What follows belongs to an exercise in optimizing a design on an open flow for a short achievable clock period and few clock cycles; a production flow would make more cautious choices.
Function was checked by simulation only, so behaviour that the tests miss may differ from the original.
No activity file was given, so power comes from the tool's default toggle rates.

==> flow/design.v <==
`timescale 1ns/1ps
module fixed_point_alu (
    input  logic               clk,
    input  logic               load,
    input  logic signed [15:0] a,
    input  logic signed [15:0] b,
    output logic               done,
    output logic signed [15:0] result
);
    logic [15:0] mag_a, mag_b;
    logic [4:0]  la, lb;
    logic signed [6:0] cbits;
    logic [2:0]  iters;
    logic [23:0] num;
    logic [15:0] rem;
    logic [23:0] sh;
    logic [17:0] dv1, dv2, dv3;
    logic [2:0]  cnt;
    logic        neg, zero, negph;
    logic [15:0] qpend;
    function automatic logic [4:0] bitlen(input logic [15:0] v);
        bitlen = 5'd0;
        for (int i = 0; i < 16; i++) if (v[i]) bitlen = 5'(i + 1);
    endfunction
    assign mag_a = a[15] ? 16'(-a) : a;
    assign mag_b = b[15] ? 16'(-b) : b;
    assign la    = bitlen(mag_a);
    assign lb    = bitlen(mag_b);
    assign cbits = $signed({2'b0, la}) - $signed({2'b0, lb}) + 7'sd9;
    always_comb begin
        if (cbits <= 7'sd4)       iters = 3'd1;
        else if (cbits <= 7'sd8)  iters = 3'd2;
        else if (cbits <= 7'sd12) iters = 3'd3;
        else if (cbits <= 7'sd16) iters = 3'd4;
        else if (cbits <= 7'sd20) iters = 3'd5;
        else                      iters = 3'd6;
    end
    assign num = {mag_a, 8'd0};
    logic [17:0] x1, x2, d11, d12, d13, d21, d22, d23;
    logic [15:0] r1, r2;
    logic [1:0]  q1, q2;
    logic [23:0] sh_next;
    always_comb begin
        x1  = {rem, sh[23:22]};
        d13 = x1 - dv3;
        d12 = x1 - dv2;
        d11 = x1 - dv1;
        if (!d13[17])      begin r1 = d13[15:0]; q1 = 2'd3; end
        else if (!d12[17]) begin r1 = d12[15:0]; q1 = 2'd2; end
        else if (!d11[17]) begin r1 = d11[15:0]; q1 = 2'd1; end
        else               begin r1 = x1[15:0];  q1 = 2'd0; end
        x2  = {r1, sh[21:20]};
        d23 = x2 - dv3;
        d22 = x2 - dv2;
        d21 = x2 - dv1;
        if (!d23[17])      begin r2 = d23[15:0]; q2 = 2'd3; end
        else if (!d22[17]) begin r2 = d22[15:0]; q2 = 2'd2; end
        else if (!d21[17]) begin r2 = d21[15:0]; q2 = 2'd1; end
        else               begin r2 = x2[15:0];  q2 = 2'd0; end
        sh_next = {sh[19:0], q1, q2};
    end
    always_ff @(posedge clk) begin
        if (load) begin
            dv1   <= {2'b0, mag_b};
            dv2   <= {1'b0, mag_b, 1'b0};
            dv3   <= {2'b0, mag_b} + {1'b0, mag_b, 1'b0};
            neg   <= a[15] ^ b[15];
            zero  <= (b == 16'd0);
            cnt   <= iters;
            negph <= 1'b0;
            case (iters)
                3'd1: begin rem <= 16'(num >> 4);  sh <= num << 20; end
                3'd2: begin rem <= 16'(num >> 8);  sh <= num << 16; end
                3'd3: begin rem <= 16'(num >> 12); sh <= num << 12; end
                3'd4: begin rem <= 16'(num >> 16); sh <= num << 8;  end
                3'd5: begin rem <= 16'(num >> 20); sh <= num << 4;  end
                default: begin rem <= 16'd0;       sh <= num;       end
            endcase
        end else if (!negph) begin
            rem   <= r2;
            sh    <= sh_next;
            cnt   <= cnt - 3'd1;
            qpend <= sh_next[15:0];
            if (cnt == 3'd1 && neg && !zero) negph <= 1'b1;
        end
    end
    always_comb begin
        done   = 1'b0;
        result = sh_next[15:0];
        if (zero) begin
            done   = 1'b1;
            result = 16'h7fff;
        end else if (negph) begin
            done   = 1'b1;
            result = 16'(-qpend);
        end else if (cnt == 3'd1 && !neg) begin
            done = 1'b1;
        end
    end
endmodule
`timescale 1ns/1ps
module rpn_queue (
    input  logic        clk,
    input  logic        rst,
    input  logic        clear,
    input  logic        wr_en,
    input  logic [16:0] wr_token,
    input  logic [5:0]  rd_idx,
    output logic [22:0] rd_instr,
    output logic [6:0]  n_instr
);
    localparam logic [1:0] K_PUSH = 2'd0;
    localparam logic [1:0] K_OPL  = 2'd1;
    localparam logic [1:0] K_OPS  = 2'd2;
    logic [22:0] prog [64];
    logic [6:0]  tok_cnt;
    logic [6:0]  depth;
    logic        stopped;
    logic        last_push;
    logic [15:0] last_lc;
    logic        last_lx;
    logic        is_op;
    logic        is_leaf;
    logic        take;
    logic        we;
    logic [5:0]  waddr;
    logic [22:0] wdata;
    assign is_op   = wr_token[16] && (wr_token[2:0] != 3'd6);
    assign is_leaf = !is_op;
    assign take    = wr_en && !clear && (tok_cnt != 7'd64) && !stopped;
    always_comb begin
        we    = 1'b0;
        waddr = n_instr[5:0];
        wdata = {(depth == 7'd0), K_PUSH, 3'd0, wr_token[16], wr_token[15:0]};
        if (take) begin
            if (is_leaf) begin
                we = 1'b1;
            end else if (depth >= 7'd2) begin
                we = 1'b1;
                if (last_push) begin
                    waddr = n_instr[5:0] - 6'd1;
                    wdata = {(depth == 7'd2), K_OPL, wr_token[2:0], last_lx, last_lc};
                end else begin
                    wdata = {(depth == 7'd2), K_OPS, wr_token[2:0], 1'b0, 16'd0};
                end
            end
        end
    end
    always_ff @(posedge clk) begin
        if (we) prog[waddr] <= wdata;
    end
    assign rd_instr = prog[rd_idx];
    always_ff @(posedge clk) begin
        if (rst || clear) begin
            tok_cnt   <= '0;
            depth     <= '0;
            stopped   <= 1'b0;
            last_push <= 1'b0;
            n_instr   <= '0;
        end else if (wr_en && tok_cnt != 7'd64) begin
            tok_cnt <= tok_cnt + 7'd1;
            if (!stopped) begin
                if (is_leaf) begin
                    depth     <= depth + 7'd1;
                    n_instr   <= n_instr + 7'd1;
                    last_push <= 1'b1;
                    last_lc   <= wr_token[15:0];
                    last_lx   <= wr_token[16];
                end else if (depth < 7'd2) begin
                    stopped <= 1'b1;
                end else begin
                    depth     <= depth - 7'd1;
                    last_push <= 1'b0;
                    if (!last_push) n_instr <= n_instr + 7'd1;
                end
            end
        end
    end
endmodule
`timescale 1ns/1ps
module stack_machine (
    input  logic        clk,
    input  logic        rst,
    input  logic        start,
    input  logic [9:0]  x_pos,
    output logic        ready,
    output logic [8:0]  y_pos,
    output logic [5:0]  rd_idx,
    input  logic [22:0] rd_instr,
    input  logic [6:0]  n_instr
);
    localparam logic [1:0] K_PUSH = 2'd0;
    localparam logic [1:0] K_OPL  = 2'd1;
    localparam logic [1:0] K_OPS  = 2'd2;
    typedef enum logic [1:0] {
        S_IDLE,
        S_RUN,
        S_OUT
    } st_t;
    st_t          state;
    logic [22:0]  ir;
    logic         last;
    logic         first;
    logic [6:0]   pc;
    logic [1:0]   ph;
    logic [9:0]   xp;
    logic [15:0]  xw;
    logic [15:0]  t;
    logic [15:0]  bot;
    logic [62*16+15:0] stk;
    logic [15:0]  base;
    logic [6:0]   pcnt;
    logic [24:0]  p_lo;
    logic [23:0]  p_hi;
    logic         ir_bot;
    logic [1:0]   kind;
    logic [2:0]   op;
    logic         lx;
    logic [15:0]  lc;
    assign ir_bot = ir[22];
    assign kind   = ir[21:20];
    assign op     = ir[19:17];
    assign lx     = ir[16];
    assign lc     = ir[15:0];
    assign rd_idx = pc[5:0];
    logic [9:0]  xd;
    logic [9:0]  xk;
    logic [25:0] xq;
    logic [15:0] xw_c;
    assign xd   = xp - 10'd320;
    assign xk   = xd[9] ? 10'(-xd) : xd;
    assign xq   = 26'(xk) * 26'd52429;
    assign xw_c = xd[9] ? 16'(-{3'b0, xq[24:12]}) : {3'b0, xq[24:12]};
    logic [15:0] lv, opa, opb, s0;
    assign s0  = stk[15:0];
    assign lv  = lx ? xw : lc;
    assign opa = (kind == K_OPL) ? t : s0;
    assign opb = (kind == K_OPL) ? lv : t;
    logic [15:0] ma, mb;
    logic [15:0] m_res;
    assign ma    = (ph == 2'd0) ? opa : t;
    assign mb    = (ph == 2'd0) ? opb : base;
    assign m_res = p_lo[23:8] + p_hi[15:0];
    logic        d_load;
    logic        d_done;
    logic [15:0] d_res;
    fixed_point_alu i_div (
        .clk    (clk),
        .load   (d_load),
        .a      (opa),
        .b      (opb),
        .done   (d_done),
        .result (d_res)
    );
    logic [7:0]  pexp;
    assign pexp = opb[15:8];
    logic        adv;
    logic        pop;
    logic        push;
    logic        t_we;
    logic [15:0] t_new;
    logic [1:0]  ph_next;
    always_comb begin
        adv     = 1'b0;
        pop     = 1'b0;
        push    = 1'b0;
        t_we    = 1'b0;
        t_new   = 16'd0;
        ph_next = ph;
        d_load  = 1'b0;
        if (state == S_RUN) begin
            if (kind == K_PUSH) begin
                push  = 1'b1;
                t_we  = 1'b1;
                t_new = first ? (lx ? xw_c : lc) : lv;
                adv   = 1'b1;
            end else begin
                case (op)
                    3'd0: begin t_we = 1'b1; t_new = opa + opb; adv = 1'b1; pop = (kind == K_OPS); end
                    3'd1: begin t_we = 1'b1; t_new = opa - opb; adv = 1'b1; pop = (kind == K_OPS); end
                    3'd2: begin
                        if (ph == 2'd0) begin
                            pop     = (kind == K_OPS);
                            ph_next = 2'd1;
                        end else begin
                            t_we  = 1'b1;
                            t_new = m_res;
                            adv   = 1'b1;
                        end
                    end
                    3'd3: begin
                        if (ph == 2'd0) begin
                            pop     = (kind == K_OPS);
                            d_load  = 1'b1;
                            ph_next = 2'd1;
                        end else if (d_done) begin
                            t_we  = 1'b1;
                            t_new = d_res;
                            adv   = 1'b1;
                        end
                    end
                    3'd4: begin
                        if (ph == 2'd0) begin
                            pop  = (kind == K_OPS);
                            t_we = 1'b1;
                            if ($signed(pexp) <= 8'sd0) begin
                                t_new = 16'h0100;
                                adv   = 1'b1;
                            end else begin
                                t_new = opa;
                                if (pexp == 8'd1) adv = 1'b1;
                                else ph_next = 2'd1;
                            end
                        end else if (ph == 2'd1) begin
                            ph_next = 2'd2;
                        end else begin
                            t_we  = 1'b1;
                            t_new = m_res;
                            if (pcnt == 7'd1) adv = 1'b1;
                            else ph_next = 2'd1;
                        end
                    end
                    default: begin t_we = 1'b1; t_new = 16'd0; adv = 1'b1; pop = (kind == K_OPS); end
                endcase
            end
            if (adv) ph_next = 2'd0;
        end
    end
    logic [15:0] v;
    logic [31:0] row;
    logic [23:0] row_int;
    assign v       = (n_instr == 7'd0) ? 16'd0 : bot;
    assign row     = 32'sd61440 - $signed({{16{v[15]}}, v}) * 32'sd20;
    assign row_int = row[31:8];
    always_ff @(posedge clk) begin
        if (t_we) t <= t_new;
        if (push) stk <= {stk[61*16+15:0], t};
        else if (pop) stk <= {16'd0, stk[62*16+15:16]};
        if (adv && ir_bot) bot <= t_new;
        if (state == S_RUN && ph == 2'd0 && first) xw <= xw_c;
        p_lo <= 25'($signed({{9{ma[15]}}, ma}) * $signed({17'd0, mb[7:0]}));
        p_hi <= 24'($signed({{8{ma[15]}}, ma}) * $signed({{16{mb[15]}}, mb[15:8]}));
        if (state == S_RUN && kind != K_PUSH && op == 3'd4 && ph == 2'd0) begin
            base <= opa;
            pcnt <= 7'(pexp) - 7'd1;
        end else if (state == S_RUN && ph == 2'd2) begin
            pcnt <= pcnt - 7'd1;
        end
    end
    always_ff @(posedge clk) begin
        if (rst) begin
            state <= S_IDLE;
            ready <= 1'b1;
            y_pos <= 9'd0;
            pc    <= 7'd0;
            ph    <= 2'd0;
            first <= 1'b0;
        end else begin
            case (state)
                S_IDLE: begin
                    if (start) begin
                        xp    <= x_pos;
                        ready <= 1'b0;
                        ir    <= rd_instr;
                        pc    <= 7'd1;
                        last  <= (n_instr == 7'd1);
                        first <= 1'b1;
                        ph    <= 2'd0;
                        state <= (n_instr == 7'd0) ? S_OUT : S_RUN;
                    end
                end
                S_RUN: begin
                    ph <= ph_next;
                    if (adv) begin
                        first <= 1'b0;
                        if (last) begin
                            state <= S_OUT;
                        end else begin
                            ir   <= rd_instr;
                            pc   <= pc + 7'd1;
                            last <= (pc + 7'd1 == n_instr);
                        end
                    end
                end
                default: begin
                    y_pos <= (row_int > 24'd480) ? 9'd480 : row_int[8:0];
                    ready <= 1'b1;
                    pc    <= 7'd0;
                    state <= S_IDLE;
                end
            endcase
        end
    end
endmodule
`timescale 1ns/1ps
module curve_plotter_top (
    input  logic        clk,
    input  logic        rst,
    input  logic        clear,
    input  logic        wr_en,
    input  logic [16:0] wr_token,
    input  logic        start,
    input  logic [9:0]  x_pos,
    output logic        ready,
    output logic [8:0]  y_pos
);
    logic [5:0]  rd_idx;
    logic [22:0] rd_instr;
    logic [6:0]  n_instr;
    rpn_queue i_queue (
        .clk      (clk),
        .rst      (rst),
        .clear    (clear),
        .wr_en    (wr_en),
        .wr_token (wr_token),
        .rd_idx   (rd_idx),
        .rd_instr (rd_instr),
        .n_instr  (n_instr)
    );
    stack_machine i_machine (
        .clk      (clk),
        .rst      (rst),
        .start    (start),
        .x_pos    (x_pos),
        .ready    (ready),
        .y_pos    (y_pos),
        .rd_idx   (rd_idx),
        .rd_instr (rd_instr),
        .n_instr  (n_instr)
    );
endmodule
==> flow/run.sh <==
#!/bin/bash
# synth_recipe.tcl (not shown) runs the flow's synth.tcl, then flattens the netlist and writes it again
# the make line also repeats each setting of config.mk as NAME=value (left out here)
make -C /OpenROAD-flow-scripts/flow DESIGN_CONFIG=/design/flow/config.mk WORK_HOME=/design/flow/orfs CLKGATE_MAP_FILE= SYNTH_SCRIPT=/design/flow/synth_recipe.tcl finish
==> flow/config.mk <==
export PLATFORM = sky130hd
export DESIGN_NAME = curve_plotter_top
export DESIGN_NICKNAME = curve_plotter_top
export VERILOG_FILES = /design/flow/design.v
export SDC_FILE = /design/flow/constraint.sdc
export NUM_CORES = 4
export LEC_CHECK = 0
export CAP_MARGIN = 20
export CORE_MARGIN = 2
export CORE_UTILIZATION = 40
export SLEW_MARGIN = 20
==> flow/constraint.sdc <==
create_clock -name core_clock -period 9.0 [get_ports {clk}]
set_input_delay 1.8000 -clock core_clock [delete_from_list [all_inputs] [get_ports {clk}]]
set_output_delay 1.8000 -clock core_clock [all_outputs]
set_load 0.01 [all_outputs]
==> run notes <==
stage by stage:
stage	utilization, %	setup WS [ns]
after floorplan	-	-19.14
after detailed placement	42.0	1.09
after CTS	44.9	0.962
after global routing	45.0	0.188
after global placement	42.0	0.930
final	45.0	0.845
cells in the mapped netlist (24+ instances only):
cell type | count | share of area (%)
nand3_1 | 73 | 0.28
and2_1 | 31 | 0.15
nand2b_1 | 64 | 0.30
clkbuf_1 | 392 | 1.1
a31oi_1 | 28 | 0.13
nand2_1 | 3320 | 9.4
o21a_1 | 60 | 0.34
o21ai_0 | 174 | 0.66
o221ai_1 | 28 | 0.19
fa_1 | 200 | 3.0
mux2i_1 | 64 | 0.48
o211ai_1 | 34 | 0.19
buf_1 | 49 | 0.14
nor3_1 | 87 | 0.33
a211oi_1 | 26 | 0.15
nand4_1 | 25 | 0.12
edfxtp_1 | 2696 | 61
mux2_2 | 24 | 0.20
a21oi_1 | 239 | 0.90
or3_1 | 27 | 0.13
nor2b_1 | 52 | 0.25
dfxtp_1 | 84 | 1.3
ha_1 | 345 | 3.3
inv_1 | 387 | 1.1
mux4_2 | 483 | 8.2
a21o_1 | 69 | 0.39
nor2_1 | 492 | 1.4
or2_2 | 34 | 0.16
xor2_1 | 113 | 0.75
and3_1 | 43 | 0.20
xnor2_1 | 192 | 1.3
how the worst max path moves through the flow:
stage | startpoint | end | depth (start not counted)
final | i_machine.ir[16] | i_machine.i_div.rem[4] | 24
after global routing | i_machine.ir[16] | i_machine.i_div.rem[4] | 24
after CTS | i_machine.ir[16] | i_machine.i_div.rem[4] | 24
after detailed placement | i_machine.ir[16] | i_machine.i_div.rem[4] | 24
after global placement | i_machine.ir[16] | i_machine.i_div.rem[4] | 24
after floorplan | i_machine.ph[0] | i_machine.stk[0] | 6
sequential cells by signal (all words and copies together) (netlist names), 9 cells and up, named ones only:
signal and cells:
i_machine.base 16, i_machine.bot 16, i_machine.i_div.dv1 15, i_machine.i_div.dv3 18, i_machine.i_div.qpend 16, i_machine.i_div.rem 16
i_machine.i_div.sh 24, i_machine.ir 23, i_machine.p_hi 16, i_machine.p_lo 16, i_machine.stk 1008, i_machine.t 16
i_machine.xp 10, i_machine.xw 16, i_machine.y_pos 9, i_queue.last_lc 16, i_queue.prog 1472
where the power goes:
part	leakage, nW	internal [mW]	switching (mW)
Sequential	24.8	14.5	0.134
Clock	4.65	6.99	5.14
Combinational	24.4	3.35	5.31
worst max-delay path, delay by kind of cell (launching register included):
kind	cells	cell delay (ns)
AO/OA/AOI/OAI	7	2.03
XOR/XNOR	1	0.23
adder cells (fa/ha/maj)	3	1.06
buffers and inverters	1	0.18
flip-flops	1	0.75
multiplexers	2	0.97
AND/OR/NAND/NOR	10	2.60
routing by layer:
metal / track usage [%] / wire length (um) / vias up
li1: - / - / 37100
met1: 29.2 / 151000 / 41800
met2: 30.8 / 152000 / 2748
met3: 3.14 / 24400 / 497
met4: 4.59 / 7750 / 10
met5: 0 / 68 / -
final cells by class:
cell class | count | area [sq um]
Sequential cell | 2780 | 82700
Clock buffer | 378 | 7990
Tap cell | 4366 | 5460
Inverter | 391 | 1470
Clock inverter | 157 | 1570
Multi-Input combinational cell | 6683 | 47100
Antenna cell | 8 | 20.0
Fill cell | 29400 | 182000
Timing Repair Buffer | 233 | 2140
cell families after synthesis:
| family | Yosys count | synth area share [%] |
|---|---|---|
| simple gates | 4334 | 13.2 |
| flops | 2780 | 62.4 |
| compound gates | 918 | 4.62 |
| buf+inv | 851 | 2.44 |
| mux | 577 | 8.98 |
| fa+ha+maj | 547 | 6.30 |
| xor+xnor | 307 | 2.04 |
==> run notes <==
status=complete, no violations; fin. max-slew vios=0; Cell Rows=211; Max stage delay cell, worst path=edfxtp_1; via count=82100; fmax=123 MHz; initial antenna violation count=21; Synth Flop Type=edfxtp_1; Peak VDD IR=0.335 mV; nets=11000; Die Area=336000 sq um; Hold Crit Class=flop to flop; CP Class=flop to flop; critical path cell sequence=mux2_2 -> mux2i_1 -> ha_1 -> a21boi_2 -> nand4_1 -> nor2_1 -> nand2_1 -> o21ai_0 -> xnor2_1 -> inv_1 -> o31a_1 -> ha_1 -> fa_1 -> nor2b_1 -> o21ai_0 -> a21boi_0 -> or2_2 -> o21ai_1 -> nor3_2 -> nor3_1 -> nand2_1 -> o221ai_1 -> and2_1 -> or4_1; DRT iter0 DRCs=8970; R2R Path Start=i_machine.ir[16]; CP Max Fanout=17; leakage power=53.9 nW; final setup violation count=0; TritonCTS Buffers=300; post-CTS setup repair buffer count=0; Mapped Nets=10900; Resize count post-CTS=0; clock latency (worst-skew pair)=0.91 ns; yosys warns=3; Clock Tree Buf Depth=4; worst r2r path cells=24; commonest non-fill, non-tap cell in the layout=nand2_1; core box area=330000 sq um; synthesized cell area=132000 sq um; CP endpoint kind=flop; final hold vios=0; Seq/Total Area, Yosys=62.4%; Hold Startpoint=i_machine.i_div.sh[0]; clock skew=0.0856 ns; Arr. time, crit path=8.73 ns; setup_tns=0 ns; Layout area overhead=12.1%; vias in the first global route=81300; Remaining DRCs=0; Final Cell Area=148000 sq um; io pins=42; r2r setup slk=0.84 ns; first-pass GRT wire length=509000 um; Clock Pin Slew Worst Setup and Hold Paths=0.07 ns; placed cell area=139000 sq um; Detail Placement HPWL=215000 um; CTS tree=yes; drt wl/cell=22.4 um; final wirelength=336000 um; final worst-path cycle share=90.6%; # clock sinks=2780; Pwr per Cell Area=239 nW/um^2; most frequent cells in the layout=3303 x nand2_1, 2696 x edfxtp_1, 483 x mux4_2; H-Tree Depth=5; total track usage=19.8%; Hold Buf Count CTS=0; chip height=579 um; Starting Density=40.1%; CP required=9.58 ns; slowest stage delay, CP=0.75 ns; Power Total=35.5 mW; Final ANT Viol Nets=0; Yosys cell types=116; Inst Count DP=14400; Post-Syn Instances=10300; crit start category=flop; WHS Endpoint=i_machine.i_div.qpend[4]; Syn Area/Cell=12.8 sq um; largest net degree at the start of global routing=241; gpl congestion=0.913; WHS Path Cells=0; post-synthesis register bit count=2780; grt ovf=0; Slew HR=18.6%; Die Width=579 um; RSZ-0062 raised after global routing=false; 1st-pass router iterations=7; clk root buf=clkbuf_16; FF-to-FF End=i_machine.i_div.rem[4]; Port Buf Inserts=41; worst hold slack=0.429 ns; Async SR Flop Fraction=0%; layout cells sized above 1=12.3%; Cell Count, Final, Fillers Out=15000; vias per inst=5.48; Post-synth EDFFs=2696; Worst-Margin Slew=1.22 ns; Final min period=8.16 ns; max-cap violations=0
Testbench counts, summed over its fixed seeds: cycles 91,036.

what the ideal ports hide:
The flow's constraints put no driver on any port. The routed layout listed below was extracted and timed again, unchanged, in two steps. Step 1 sets driving cells, clkbuf_16 on the clock port and buf_2 on the other inputs (assumed; they add their load-dependent delay and slew). Step 2 also shifts input and output timing later by t, the mid clock arrival at the registers, as if the neighbouring blocks saw the same clock. Slacks: ideal / step 1 / step 2; pairs: ideal / step 1.
t (ns): 0.965
setup WS [ns]: 0.845 / 0.845 / 0.845
worst hold slack (ns): 0.429 / 0.429 / 0.429
worst slew at a driven data input, ns: 0.23
After both steps setup and hold are still met in this run. The setup slack of this run moves by 0.000 ns with the drivers and by 0.000 ns with both steps.
